From an optimization exercise on the open Yosys and OpenROAD flow, aimed at small area, a short achievable clock period and few clock cycles per item; shortcuts taken in it are not production practice. At most, simulation tests tie the RTL to the original design; equivalence was not proved.

before:
==> module acs_fwd, before the edit <==
module acs_fwd (
    input  wire turbo_llr_pkg::llr_t a1_i, a2_i, a3_i,
    input  wire turbo_llr_pkg::llr_t s_i, p_i, sp_i,
    output turbo_llr_pkg::llr_t      a1_o, a2_o, a3_o
);
    turbo_llr_pkg::llr_t d0, d1, d2, d3;
    always_comb begin
        d0 = turbo_llr_pkg::llr_max('0, turbo_llr_pkg::llr_sat_add(a1_i, sp_i));
        d2 = turbo_llr_pkg::llr_max(sp_i, a1_i);
        d3 = turbo_llr_pkg::llr_max(turbo_llr_pkg::llr_sat_add(a2_i, p_i), turbo_llr_pkg::llr_sat_add(a3_i, s_i));
        d1 = turbo_llr_pkg::llr_max(turbo_llr_pkg::llr_sat_add(a2_i, s_i), turbo_llr_pkg::llr_sat_add(a3_i, p_i));
        a1_o = turbo_llr_pkg::llr_sat_sub(d1, d0);
        a2_o = turbo_llr_pkg::llr_sat_sub(d2, d0);
        a3_o = turbo_llr_pkg::llr_sat_sub(d3, d0);
    end
endmodule
==> module acs_bwd, before the edit <==
module acs_bwd (
    input  wire turbo_llr_pkg::llr_t b1_i, b2_i, b3_i,
    input  wire turbo_llr_pkg::llr_t s_i, p_i, sp_i,
    output turbo_llr_pkg::llr_t      b1_o, b2_o, b3_o,
    output turbo_llr_pkg::llr_t      y01_o, y20_o, y21_o, y30_o, y31_o
);
    turbo_llr_pkg::llr_t d0, d1, d2, d3;
    always_comb begin
        y01_o = turbo_llr_pkg::llr_sat_add(sp_i, b2_i);
        y20_o = turbo_llr_pkg::llr_sat_add(p_i, b3_i);
        y21_o = turbo_llr_pkg::llr_sat_add(s_i, b1_i);
        y30_o = turbo_llr_pkg::llr_sat_add(p_i, b1_i);
        y31_o = turbo_llr_pkg::llr_sat_add(s_i, b3_i);
        d0 = turbo_llr_pkg::llr_max('0, y01_o);
        d1 = turbo_llr_pkg::llr_max(b2_i, sp_i);
        d2 = turbo_llr_pkg::llr_max(y20_o, y21_o);
        d3 = turbo_llr_pkg::llr_max(y30_o, y31_o);
        b1_o = turbo_llr_pkg::llr_sat_sub(d1, d0);
        b2_o = turbo_llr_pkg::llr_sat_sub(d2, d0);
        b3_o = turbo_llr_pkg::llr_sat_sub(d3, d0);
    end
endmodule
==> module llr_stage1, before the edit <==
module llr_stage1 (
    input  wire turbo_llr_pkg::llr_t a1_i, a2_i, a3_i,
    input  wire turbo_llr_pkg::llr_t sp_i, b2_i,
    input  wire turbo_llr_pkg::llr_t y01_i, y20_i, y21_i, y30_i, y31_i,
    output turbo_llr_pkg::llr_t      m0a_o, m0b_o, m1a_o, m1b_o
);
    always_comb begin
        m0a_o = turbo_llr_pkg::llr_max('0, turbo_llr_pkg::llr_sat_add(a1_i, b2_i));
        m0b_o = turbo_llr_pkg::llr_max(turbo_llr_pkg::llr_sat_add(a2_i, y20_i), turbo_llr_pkg::llr_sat_add(a3_i, y30_i));
        m1a_o = turbo_llr_pkg::llr_max(y01_i, turbo_llr_pkg::llr_sat_add(a1_i, sp_i));
        m1b_o = turbo_llr_pkg::llr_max(turbo_llr_pkg::llr_sat_add(a2_i, y21_i), turbo_llr_pkg::llr_sat_add(a3_i, y31_i));
    end
endmodule
==> module extrinsic_unit, before the edit <==
module extrinsic_unit (
    input  wire turbo_llr_pkg::llr_t m0a_i,    
    input  wire turbo_llr_pkg::llr_t m0b_i,
    input  wire turbo_llr_pkg::llr_t m1a_i,    
    input  wire turbo_llr_pkg::llr_t m1b_i,
    input  wire logic signed [13:0] k_i,    
    input  wire logic [4-1:0] sys_i,
    output logic signed [13:0] k_o,         
    output logic                     hard_o
);
    localparam int W = 13;
    localparam logic signed [W+1:0] HI = (1 <<< (W - 1)) - 1;
    localparam logic signed [W+1:0] LO = -(1 <<< (W - 1));
    turbo_llr_pkg::llr_t    app, c;
    logic signed [W+1:0]    w, u, t, chi, clo, khi, klo;
    turbo_llr_pkg::llr_t    best0, best1;
    always_comb begin
        best0 = turbo_llr_pkg::llr_max(m0a_i, m0b_i);
        best1 = turbo_llr_pkg::llr_max(m1a_i, m1b_i);
        app   = turbo_llr_pkg::llr_sat_sub(best1, best0);
        hard_o = (best1 >= best0);
    end
    always_comb begin
        c   = turbo_llr_pkg::ch2(sys_i);
        w   = (W+2)'(c) - (W+2)'(k_i);
        u   = (W+2)'(app) + w;
        t   = (W+2)'(app) - (W+2)'(k_i);
        chi = HI + (W+2)'(c);
        clo = LO + (W+2)'(c);
        khi = (c >= 0) ? HI : chi;
        klo = (c > 0) ? clo : LO;
        if (u > HI) k_o = (W+1)'(khi);
        else if (u < LO) k_o = (W+1)'(klo);
        else if (t > HI) k_o = (W+1)'(chi);
        else if (t < LO) k_o = (W+1)'(clo);
        else k_o = (W+1)'(u);
    end
endmodule
clock: 20.0 ns
lec_check: 0
abc_area: 1
cap_margin: 20
core_margin: 2
core_utilization: 40
slew_margin: 20
standard.sh (not shown) runs the stock make flow with config.mk's settings and CLKGATE_MAP_FILE= SYNTH_SCRIPT=/design/flow/synth_recipe.tcl, a recipe that flattens the netlist after the stock synthesis.
==> flow/flow/run.sh <==
#!/bin/bash
# The standard layout, with the timing repair asked to leave a setup
# margin so that it also works on paths that already meet the clock
set -euo pipefail
export SETUP_SLACK_MARGIN=12
export SKIP_GATE_CLONING=1
bash standard.sh > standard.log 2>&1
Testbench counts of before, summed over its fixed seeds: cycles 48,036, items 1,920.
What after does differently from before at the input level:
--- a/flow/design.v
+++ b/flow/design.v
@@ -23,8 +23,17 @@
         end else begin
             llr_sat_sub = 13'(wide[13-1:0]);
         end
     endfunction
+    function automatic llr_t llr_sat_sub_lo(input llr_t a, input llr_t b);
+        logic signed [13:0] wide;
+        wide = a - b;
+        if (wide[13] != wide[13-1]) begin
+            llr_sat_sub_lo = 13'({1'b1, {(13-1){1'b0}}});
+        end else begin
+            llr_sat_sub_lo = 13'(wide[13-1:0]);
+        end
+    endfunction
     function automatic llr_t llr_max(input llr_t a, input llr_t b);
         llr_max = (b > a) ? b : a;
     endfunction
     function automatic llr_t ch2(input logic [4-1:0] v);
@@ -108,11 +117,11 @@
         d0 = turbo_llr_pkg::llr_max('0, turbo_llr_pkg::llr_sat_add(a1_i, sp_i));
         d2 = turbo_llr_pkg::llr_max(sp_i, a1_i);
         d3 = turbo_llr_pkg::llr_max(turbo_llr_pkg::llr_sat_add(a2_i, p_i), turbo_llr_pkg::llr_sat_add(a3_i, s_i));
         d1 = turbo_llr_pkg::llr_max(turbo_llr_pkg::llr_sat_add(a2_i, s_i), turbo_llr_pkg::llr_sat_add(a3_i, p_i));
-        a1_o = turbo_llr_pkg::llr_sat_sub(d1, d0);
-        a2_o = turbo_llr_pkg::llr_sat_sub(d2, d0);
-        a3_o = turbo_llr_pkg::llr_sat_sub(d3, d0);
+        a1_o = turbo_llr_pkg::llr_sat_sub_lo(d1, d0);
+        a2_o = turbo_llr_pkg::llr_sat_sub_lo(d2, d0);
+        a3_o = turbo_llr_pkg::llr_sat_sub_lo(d3, d0);
     end
 endmodule
 module acs_bwd (
     input  wire turbo_llr_pkg::llr_t b1_i, b2_i, b3_i,
@@ -130,11 +139,11 @@
         d0 = turbo_llr_pkg::llr_max('0, y01_o);
         d1 = turbo_llr_pkg::llr_max(b2_i, sp_i);
         d2 = turbo_llr_pkg::llr_max(y20_o, y21_o);
         d3 = turbo_llr_pkg::llr_max(y30_o, y31_o);
-        b1_o = turbo_llr_pkg::llr_sat_sub(d1, d0);
-        b2_o = turbo_llr_pkg::llr_sat_sub(d2, d0);
-        b3_o = turbo_llr_pkg::llr_sat_sub(d3, d0);
+        b1_o = turbo_llr_pkg::llr_sat_sub_lo(d1, d0);
+        b2_o = turbo_llr_pkg::llr_sat_sub_lo(d2, d0);
+        b3_o = turbo_llr_pkg::llr_sat_sub_lo(d3, d0);
     end
 endmodule
 module llr_stage1 (
     input  wire turbo_llr_pkg::llr_t a1_i, a2_i, a3_i,
@@ -144,9 +153,9 @@
 );
     always_comb begin
         m0a_o = turbo_llr_pkg::llr_max('0, turbo_llr_pkg::llr_sat_add(a1_i, b2_i));
         m0b_o = turbo_llr_pkg::llr_max(turbo_llr_pkg::llr_sat_add(a2_i, y20_i), turbo_llr_pkg::llr_sat_add(a3_i, y30_i));
-        m1a_o = turbo_llr_pkg::llr_max(y01_i, turbo_llr_pkg::llr_sat_add(a1_i, sp_i));
+        m1a_o = (b2_i >= a1_i) ? y01_i : turbo_llr_pkg::llr_sat_add(a1_i, sp_i);
         m1b_o = turbo_llr_pkg::llr_max(turbo_llr_pkg::llr_sat_add(a2_i, y21_i), turbo_llr_pkg::llr_sat_add(a3_i, y31_i));
     end
 endmodule
 module siso_maxlog (
@@ -379,13 +388,17 @@
     localparam logic signed [W+1:0] LO = -(1 <<< (W - 1));
     turbo_llr_pkg::llr_t    app, c;
     logic signed [W+1:0]    w, u, t, chi, clo, khi, klo;
     turbo_llr_pkg::llr_t    best0, best1;
+    logic signed [W:0]      dapp;
     always_comb begin
         best0 = turbo_llr_pkg::llr_max(m0a_i, m0b_i);
         best1 = turbo_llr_pkg::llr_max(m1a_i, m1b_i);
-        app   = turbo_llr_pkg::llr_sat_sub(best1, best0);
-        hard_o = (best1 >= best0);
+        dapp  = (W+1)'(best1) - (W+1)'(best0);
+        if (dapp > HI) app = HI[W-1:0];
+        else if (dapp < LO) app = LO[W-1:0];
+        else app = dapp[W-1:0];
+        hard_o = ~dapp[W];
     end
     always_comb begin
         c   = turbo_llr_pkg::ch2(sys_i);
         w   = (W+2)'(c) - (W+2)'(k_i);
For the non-clock inverter total of the final layout, after came in 0.99% higher than before did.
Against before as the reference, after delivers a lower number of placed instances, taps included.
For post-synthesis mux area share, before and after come out practically identical.
There was hardly any difference in register area between before and after.
Compared to before, after has area growth from synthesis to layout 0.21 points higher.
From before to after, number of flops mapped to enable cells by yosys did not move at all.
Compared to before, after has critical path data arrival time 0.27 ns higher.
after vs before, initial antenna violation count went up by 2.
Comparing design area for before and after, the smaller number came from after.
Number of sequential storage elements delta (after -> before): insignificant
Testbench counts of after, summed over its fixed seeds: cycles 48,036, items 1,920.

job 101:
turbo_dec_top again, from the RTL that the note above started with.
Settings: LEC_CHECK=0, ABC_AREA=1, CAP_MARGIN=20, CORE_MARGIN=2, CORE_UTILIZATION=40, CTS_BUF_LIST=sky130_fd_sc_hd__clkbuf_8, SLEW_MARGIN=20; clock period 20.0 ns.
==> flow/flow/run.sh <==
#!/bin/bash
# The standard layout, with the timing repair asked to leave a setup
# margin so that it also works on paths that already meet the clock
set -euo pipefail
export SETUP_SLACK_MARGIN=13
export SKIP_GATE_CLONING=1
bash standard.sh > standard.log 2>&1
Testbench counts of job 101, summed over its fixed seeds: cycles 48,036, items 1,920.
diff inputs: job 101 => job 102
--- a/flow/design.v
+++ b/flow/design.v
@@ -23,8 +23,17 @@
         end else begin
             llr_sat_sub = 13'(wide[13-1:0]);
         end
     endfunction
+    function automatic llr_t llr_sat_sub_lo(input llr_t a, input llr_t b);
+        logic signed [13:0] wide;
+        wide = a - b;
+        if (wide[13] != wide[13-1]) begin
+            llr_sat_sub_lo = 13'({1'b1, {(13-1){1'b0}}});
+        end else begin
+            llr_sat_sub_lo = 13'(wide[13-1:0]);
+        end
+    endfunction
     function automatic llr_t llr_max(input llr_t a, input llr_t b);
         llr_max = (b > a) ? b : a;
     endfunction
     function automatic llr_t ch2(input logic [4-1:0] v);
@@ -108,11 +117,11 @@
         d0 = turbo_llr_pkg::llr_max('0, turbo_llr_pkg::llr_sat_add(a1_i, sp_i));
         d2 = turbo_llr_pkg::llr_max(sp_i, a1_i);
         d3 = turbo_llr_pkg::llr_max(turbo_llr_pkg::llr_sat_add(a2_i, p_i), turbo_llr_pkg::llr_sat_add(a3_i, s_i));
         d1 = turbo_llr_pkg::llr_max(turbo_llr_pkg::llr_sat_add(a2_i, s_i), turbo_llr_pkg::llr_sat_add(a3_i, p_i));
-        a1_o = turbo_llr_pkg::llr_sat_sub(d1, d0);
-        a2_o = turbo_llr_pkg::llr_sat_sub(d2, d0);
-        a3_o = turbo_llr_pkg::llr_sat_sub(d3, d0);
+        a1_o = turbo_llr_pkg::llr_sat_sub_lo(d1, d0);
+        a2_o = turbo_llr_pkg::llr_sat_sub_lo(d2, d0);
+        a3_o = turbo_llr_pkg::llr_sat_sub_lo(d3, d0);
     end
 endmodule
 module acs_bwd (
     input  wire turbo_llr_pkg::llr_t b1_i, b2_i, b3_i,
@@ -130,11 +139,11 @@
         d0 = turbo_llr_pkg::llr_max('0, y01_o);
         d1 = turbo_llr_pkg::llr_max(b2_i, sp_i);
         d2 = turbo_llr_pkg::llr_max(y20_o, y21_o);
         d3 = turbo_llr_pkg::llr_max(y30_o, y31_o);
-        b1_o = turbo_llr_pkg::llr_sat_sub(d1, d0);
-        b2_o = turbo_llr_pkg::llr_sat_sub(d2, d0);
-        b3_o = turbo_llr_pkg::llr_sat_sub(d3, d0);
+        b1_o = turbo_llr_pkg::llr_sat_sub_lo(d1, d0);
+        b2_o = turbo_llr_pkg::llr_sat_sub_lo(d2, d0);
+        b3_o = turbo_llr_pkg::llr_sat_sub_lo(d3, d0);
     end
 endmodule
 module llr_stage1 (
     input  wire turbo_llr_pkg::llr_t a1_i, a2_i, a3_i,
@@ -144,9 +153,9 @@
 );
     always_comb begin
         m0a_o = turbo_llr_pkg::llr_max('0, turbo_llr_pkg::llr_sat_add(a1_i, b2_i));
         m0b_o = turbo_llr_pkg::llr_max(turbo_llr_pkg::llr_sat_add(a2_i, y20_i), turbo_llr_pkg::llr_sat_add(a3_i, y30_i));
-        m1a_o = turbo_llr_pkg::llr_max(y01_i, turbo_llr_pkg::llr_sat_add(a1_i, sp_i));
+        m1a_o = (b2_i >= a1_i) ? y01_i : turbo_llr_pkg::llr_sat_add(a1_i, sp_i);
         m1b_o = turbo_llr_pkg::llr_max(turbo_llr_pkg::llr_sat_add(a2_i, y21_i), turbo_llr_pkg::llr_sat_add(a3_i, y31_i));
     end
 endmodule
 module siso_maxlog (
@@ -379,13 +388,17 @@
     localparam logic signed [W+1:0] LO = -(1 <<< (W - 1));
     turbo_llr_pkg::llr_t    app, c;
     logic signed [W+1:0]    w, u, t, chi, clo, khi, klo;
     turbo_llr_pkg::llr_t    best0, best1;
+    logic signed [W:0]      dapp;
     always_comb begin
         best0 = turbo_llr_pkg::llr_max(m0a_i, m0b_i);
         best1 = turbo_llr_pkg::llr_max(m1a_i, m1b_i);
-        app   = turbo_llr_pkg::llr_sat_sub(best1, best0);
-        hard_o = (best1 >= best0);
+        dapp  = (W+1)'(best1) - (W+1)'(best0);
+        if (dapp > HI) app = HI[W-1:0];
+        else if (dapp < LO) app = LO[W-1:0];
+        else app = dapp[W-1:0];
+        hard_o = ~dapp[W];
     end
     always_comb begin
         c   = turbo_llr_pkg::ch2(sys_i);
         w   = (W+2)'(c) - (W+2)'(k_i);
Results
Diff job 102..job 101 | sequential cell area in the final layout | negligible
Delta (job 102 minus job 101): fraction of area in multi-input gates lower; routed wire length picked up an extra about 1.5%.
Any difference in fraction of synthesized area in multiplexers between job 102 and job 101 is small enough to ignore.
Global-route met2 utilization: job 102 vs job 101 up 2.7 points
Job 102 vs. job 101: synthesized area fell 0.67%, design area has decreased, mean cell area of the mapped netlist grew by 0.67%.
There was hardly any difference in effective utilization at floorplan between job 101 and job 102.
Testbench counts of job 102, summed over its fixed seeds: cycles 48,036, items 1,920.

Setup of P:
turbo_dec_top, a different RTL version from the one above (not shown whole).
Size in the first run: ~10000 cells after synthesis, ~590 flip-flops, roughly 22 I/O pins.
==> flow/design.v (excerpt) <==
module turbo_dec_top (
    input  wire logic                      clk_p_i,
    input  wire logic                      reset_n_i,
    input  wire logic                      in_valid_i,
    input  wire turbo_llr_pkg::ch_sample_t sys_i,
    input  wire turbo_llr_pkg::ch_sample_t par1_i,
    input  wire turbo_llr_pkg::ch_sample_t par2_i,
    output logic                           in_ready_o,
    output turbo_llr_pkg::info_bits_t      dec_bits_o,
    output logic                           done_o
);
    logic                      take, s0, newblk;
    logic                      stg_full;
    logic [6:1]                cyc;
    logic                      dec;
    logic                      first;
    logic                      hard_b, hard_f;
    logic [(5 + 2)-1:0][4-1:0]  stg_sys, stg_par1, stg_par2;
    logic [(5 + 2)-1:0][4-1:0]  sys_blk, par1_blk, par2_blk;
    turbo_input_buffer buffer_i (
        .clk_p_i(clk_p_i), .reset_n_i(reset_n_i), .in_valid_i(in_valid_i),
        .sys_i(sys_i), .par1_i(par1_i), .par2_i(par2_i), .take_i(take),
        .in_ready_o(in_ready_o), .stg_full_o(stg_full),
        .stg_sys_o(stg_sys), .stg_par1_o(stg_par1), .stg_par2_o(stg_par2),
        .sys_o(sys_blk), .par1_o(par1_blk), .par2_o(par2_blk)
    );
    turbo_ctrl ctrl_i (
        .clk_p_i(clk_p_i), .reset_n_i(reset_n_i), .stg_full_i(stg_full),
        .hard_b_i(hard_b), .hard_f_i(hard_f),
        .take_o(take), .s0_o(s0), .newblk_o(newblk), .cyc_o(cyc), .dec_o(dec), .first_o(first),
        .dec_bits_o(dec_bits_o), .done_o(done_o)
    );
    siso_maxlog siso_i (
        .clk_p_i(clk_p_i), .s0_i(s0), .newblk_i(newblk), .cyc_i(cyc), .dec_i(dec), .first_i(first),
        .stg_sys_i(stg_sys), .stg_par1_i(stg_par1),
        .sys_i(sys_blk), .par1_i(par1_blk), .par2_i(par2_blk),
        .hard_b_o(hard_b), .hard_f_o(hard_f)
    );
endmodule
==> flow/config.mk <==
export PLATFORM = sky130hd
export DESIGN_NAME = turbo_dec_top
export DESIGN_NICKNAME = turbo_dec_top
export VERILOG_FILES = /design/flow/design.v
export SDC_FILE = /design/flow/constraint.sdc
export NUM_CORES = 4
export LEC_CHECK = 0
export ABC_AREA = 1
export CAP_MARGIN = 20
export CORE_MARGIN = 2
export CORE_UTILIZATION = 40
export CTS_BUF_LIST = sky130_fd_sc_hd__clkbuf_8
export SLEW_MARGIN = 20
==> flow/constraint.sdc <==
create_clock -name core_clock -period 20.0 [get_ports {clk_p_i}]
set_input_delay 4.0000 -clock core_clock [delete_from_list [all_inputs] [get_ports {clk_p_i}]]
set_output_delay 4.0000 -clock core_clock [all_outputs]
set_load 0.01 [all_outputs]
==> flow/flow/run.sh <==
#!/bin/bash
# The standard layout, with the timing repair asked to leave a setup
# margin so that it also works on paths that already meet the clock
set -euo pipefail
export SETUP_SLACK_MARGIN=14
export SKIP_GATE_CLONING=1
bash standard.sh > standard.log 2>&1
Inputs modified between P and Q:
diff --git a/flow/design.v b/flow/design.v
--- a/flow/design.v
+++ b/flow/design.v
@@ -18,18 +18,27 @@
         logic signed [13:0] wide;
         wide = a - b;
         if (wide[13] != wide[13-1]) begin
             llr_sat_sub = wide[13] ? 13'({1'b1, {(13-1){1'b0}}})
                                    : 13'({1'b0, {(13-1){1'b1}}});
         end else begin
             llr_sat_sub = 13'(wide[13-1:0]);
         end
     endfunction
+    function automatic llr_t llr_sat_sub_lo(input llr_t a, input llr_t b);
+        logic signed [13:0] wide;
+        wide = a - b;
+        if (wide[13] != wide[13-1]) begin
+            llr_sat_sub_lo = 13'({1'b1, {(13-1){1'b0}}});
+        end else begin
+            llr_sat_sub_lo = 13'(wide[13-1:0]);
+        end
+    endfunction
     function automatic llr_t llr_max(input llr_t a, input llr_t b);
         llr_max = (b > a) ? b : a;
     endfunction
     function automatic llr_t llr_sel(input logic s, input llr_t a, input llr_t b);
         llr_sel = ({13{s}} & a) | ({13{~s}} & b);
     endfunction
     function automatic llr_t ch2(input logic [4-1:0] v);
         ch2 = {{(13-4-1){v[4-1]}}, v, 1'b0};
     endfunction
@@ -104,20 +113,20 @@
 module norm_max (
     input  wire turbo_llr_pkg::llr_t ca_i, cb_i, e_i,
     output turbo_llr_pkg::llr_t      n_o
 );
     logic ge, epos;
     turbo_llr_pkg::llr_t ta, tb;
     always_comb begin
         ge   = (ca_i >= cb_i);
         epos = (e_i > 0);
-        ta   = turbo_llr_pkg::llr_sat_sub(ca_i, e_i);
-        tb   = turbo_llr_pkg::llr_sat_sub(cb_i, e_i);
+        ta   = turbo_llr_pkg::llr_sat_sub_lo(ca_i, e_i);
+        tb   = turbo_llr_pkg::llr_sat_sub_lo(cb_i, e_i);
         n_o  = turbo_llr_pkg::llr_sel(epos, turbo_llr_pkg::llr_sel(ge, ta, tb), turbo_llr_pkg::llr_sel(ge, ca_i, cb_i));
     end
 endmodule
 module acs_fwd (
     input  wire turbo_llr_pkg::llr_t a1_i, a2_i, a3_i,
     input  wire turbo_llr_pkg::llr_t s_i, p_i, sp_i,
     output turbo_llr_pkg::llr_t      a1_o, a2_o, a3_o
 );
     turbo_llr_pkg::llr_t e, c1a, c1b, c3a, c3b;
@@ -189,19 +198,19 @@
     output logic                           hard_f_o    
 );
     localparam logic [14:0] PERM = turbo_fsm_pkg::PERM;
     typedef logic signed [13:0] k_t;
     k_t ext_q [5];
     turbo_llr_pkg::llr_t bg_s_q, bg_sp_q, fg_s_q, fg_sp_q;
     logic [4-1:0] bg_p_q, fg_p_q;
     turbo_llr_pkg::llr_t bg_p, fg_p;
     turbo_llr_pkg::llr_t a1_q, a2_q, a3_q;           
-    turbo_llr_pkg::llr_t a1s1_q, a1s2_q, a1s3_q;     
+    turbo_llr_pkg::llr_t a1s1_q, a1s2_q;
     turbo_llr_pkg::llr_t b1_q, b2_q, b3_q;           
     turbo_llr_pkg::llr_t b4s1_q, b4s2_q, b4s3_q;     
     turbo_llr_pkg::llr_t mb0a_q, mb0b_q, mb1a_q, mb1b_q;
     turbo_llr_pkg::llr_t mf0a_q, mf0b_q, mf1a_q, mf1b_q;
     function automatic logic [3:0] sys_of(input int k, input logic d);
         sys_of = d ? sys_i[PERM[3*k +: 3]] : sys_i[k];
     endfunction
     function automatic k_t k_of(input int k, input logic d, input logic f);
         k_of = f ? k_t'(turbo_llr_pkg::ch2(sys_of(k, d))) : (d ? ext_q[PERM[3*k +: 3]] : ext_q[k]);
@@ -284,19 +293,19 @@
         .b1_i(bb1), .b2_i(bb2), .b3_i(bb3), .s_i(bg_s_q), .p_i(bg_p), .sp_i(bg_sp_q),
         .b1_o(bn1), .b2_o(bn2), .b3_o(bn3),
         .y01_o(by01), .y20_o(by20), .y21_o(by21), .y30_o(by30), .y31_o(by31)
     );
     turbo_llr_pkg::llr_t la1, la2, la3, mb0a, mb0b, mb1a, mb1b;
     always_comb begin
         if (cyc_i[3]) begin
             la1 = a1_q; la2 = a2_q; la3 = a3_q;
         end else if (cyc_i[4]) begin
-            la1 = a1s1_q; la2 = a1s2_q; la3 = a1s3_q;
+            la1 = a1s1_q; la2 = a1s2_q; la3 = a1s1_q;
         end else begin
             la1 = turbo_llr_pkg::NEG_INF; la2 = turbo_llr_pkg::NEG_INF; la3 = turbo_llr_pkg::NEG_INF;
         end
     end
     llr_stage1 llrb_i (
         .a1_i(la1), .a2_i(la2), .a3_i(la3), .sp_i(bg_sp_q), .b2_i(bb2),
         .y01_i(by01), .y20_i(by20), .y21_i(by21), .y30_i(by30), .y31_i(by31),
         .m0a_o(mb0a), .m0b_o(mb0b), .m1a_o(mb1a), .m1b_o(mb1b)
     );
@@ -352,19 +361,19 @@
         fg_s_q  <= fg_s;
         fg_sp_q <= fg_sp;
         fg_p_q  <= fg_par;
         if (cyc_i[1]) begin
             a1_q <= g0_a13; a2_q <= g0_sp; a3_q <= g0_a13;
         end else begin
             a1_q <= fn1; a2_q <= fn2; a3_q <= fn3;
         end
         if (cyc_i[2]) begin
-            a1s1_q <= a1_q; a1s2_q <= a2_q; a1s3_q <= a3_q;
+            a1s1_q <= a1_q; a1s2_q <= a2_q;
         end
         if (newb) begin
             {b3_q, b2_q, b1_q} <= b5_stg;
         end else if (cyc_i[6]) begin
             {b3_q, b2_q, b1_q} <= b5_nxt;
         end else begin
             b1_q <= bn1; b2_q <= bn2; b3_q <= bn3;
         end
         if (cyc_i[1]) begin
Results
In the tables for Q and P, fraction of standard cell area in multi-input logic reads lower with Q.
Share of the clock period used by the worst path for Q: 1.3 points up relative to P
P → Q: parity-gate share of the synthesized area counting xor and xnor cells decreased 0.62 points, netlist area before placement dropped 890 µm², global-route usage comparable, total of flip-flops plus latches after synthesis fell 13, time the worst path needs with I/O delays and setup has increased.
In Q the number of well taps turned out 15 lower than in P.
Worst path setup slack after routing: Q and P compared, higher one is P
Wire length delta (Q − P): favourable
On final antenna diode count, the lower figure sits with P, not Q.
Worst-path cell with the longest stage delay: sky130_fd_sc_hd__fa_2 -> Q, sky130_fd_sc_hd__dfxtp_1 -> P
[Q] non-clock buffering overhead in the final layout rose 2.6 points relative to P
No functional check of the RTL was part of any run of this note.

-- port drivers added, routing unchanged --
No port has a modelled driver above. Below, the same layouts with a new extraction and two added sets of constraints. Step 1: set_driving_cell puts a clkbuf_16 on clk_p_i and a buf_2 on each other input, an assumption about the parent block. Step 2 moves the port delays by t, midway between the first and last clock arrival at a register: inputs arrive t later, outputs are due t later. That takes back most of the time a late clock gives input paths. Slacks: ideal / step 1 / step 2; pairs: ideal / step 1.
run | t, ns | setup WS [ns] | worst hold slack (ns)
before | 0.744 | 12.451 / 12.451 / 12.451 | 0.440 / 0.440 / 0.440
after | 0.792 | 12.349 / 12.349 / 12.349 | 0.437 / 0.437 / 0.437
job 101 | 0.892 | 13.087 / 13.087 / 13.087 | 0.430 / 0.430 / 0.430
job 102 | 0.951 | 13.025 / 13.025 / 13.025 | 0.429 / 0.429 / 0.429
P | 0.958 | 14.091 / 14.086 / 13.615 | 0.439 / 0.439 / 0.439
Q | 0.952 | 13.827 / 13.827 / 13.423 | 0.429 / 0.429 / 0.429
After both steps setup and hold are still met in every run listed. For P, which loses most, drivers alone change the setup slack by -0.005 ns; drivers and shift together by -0.476 ns.
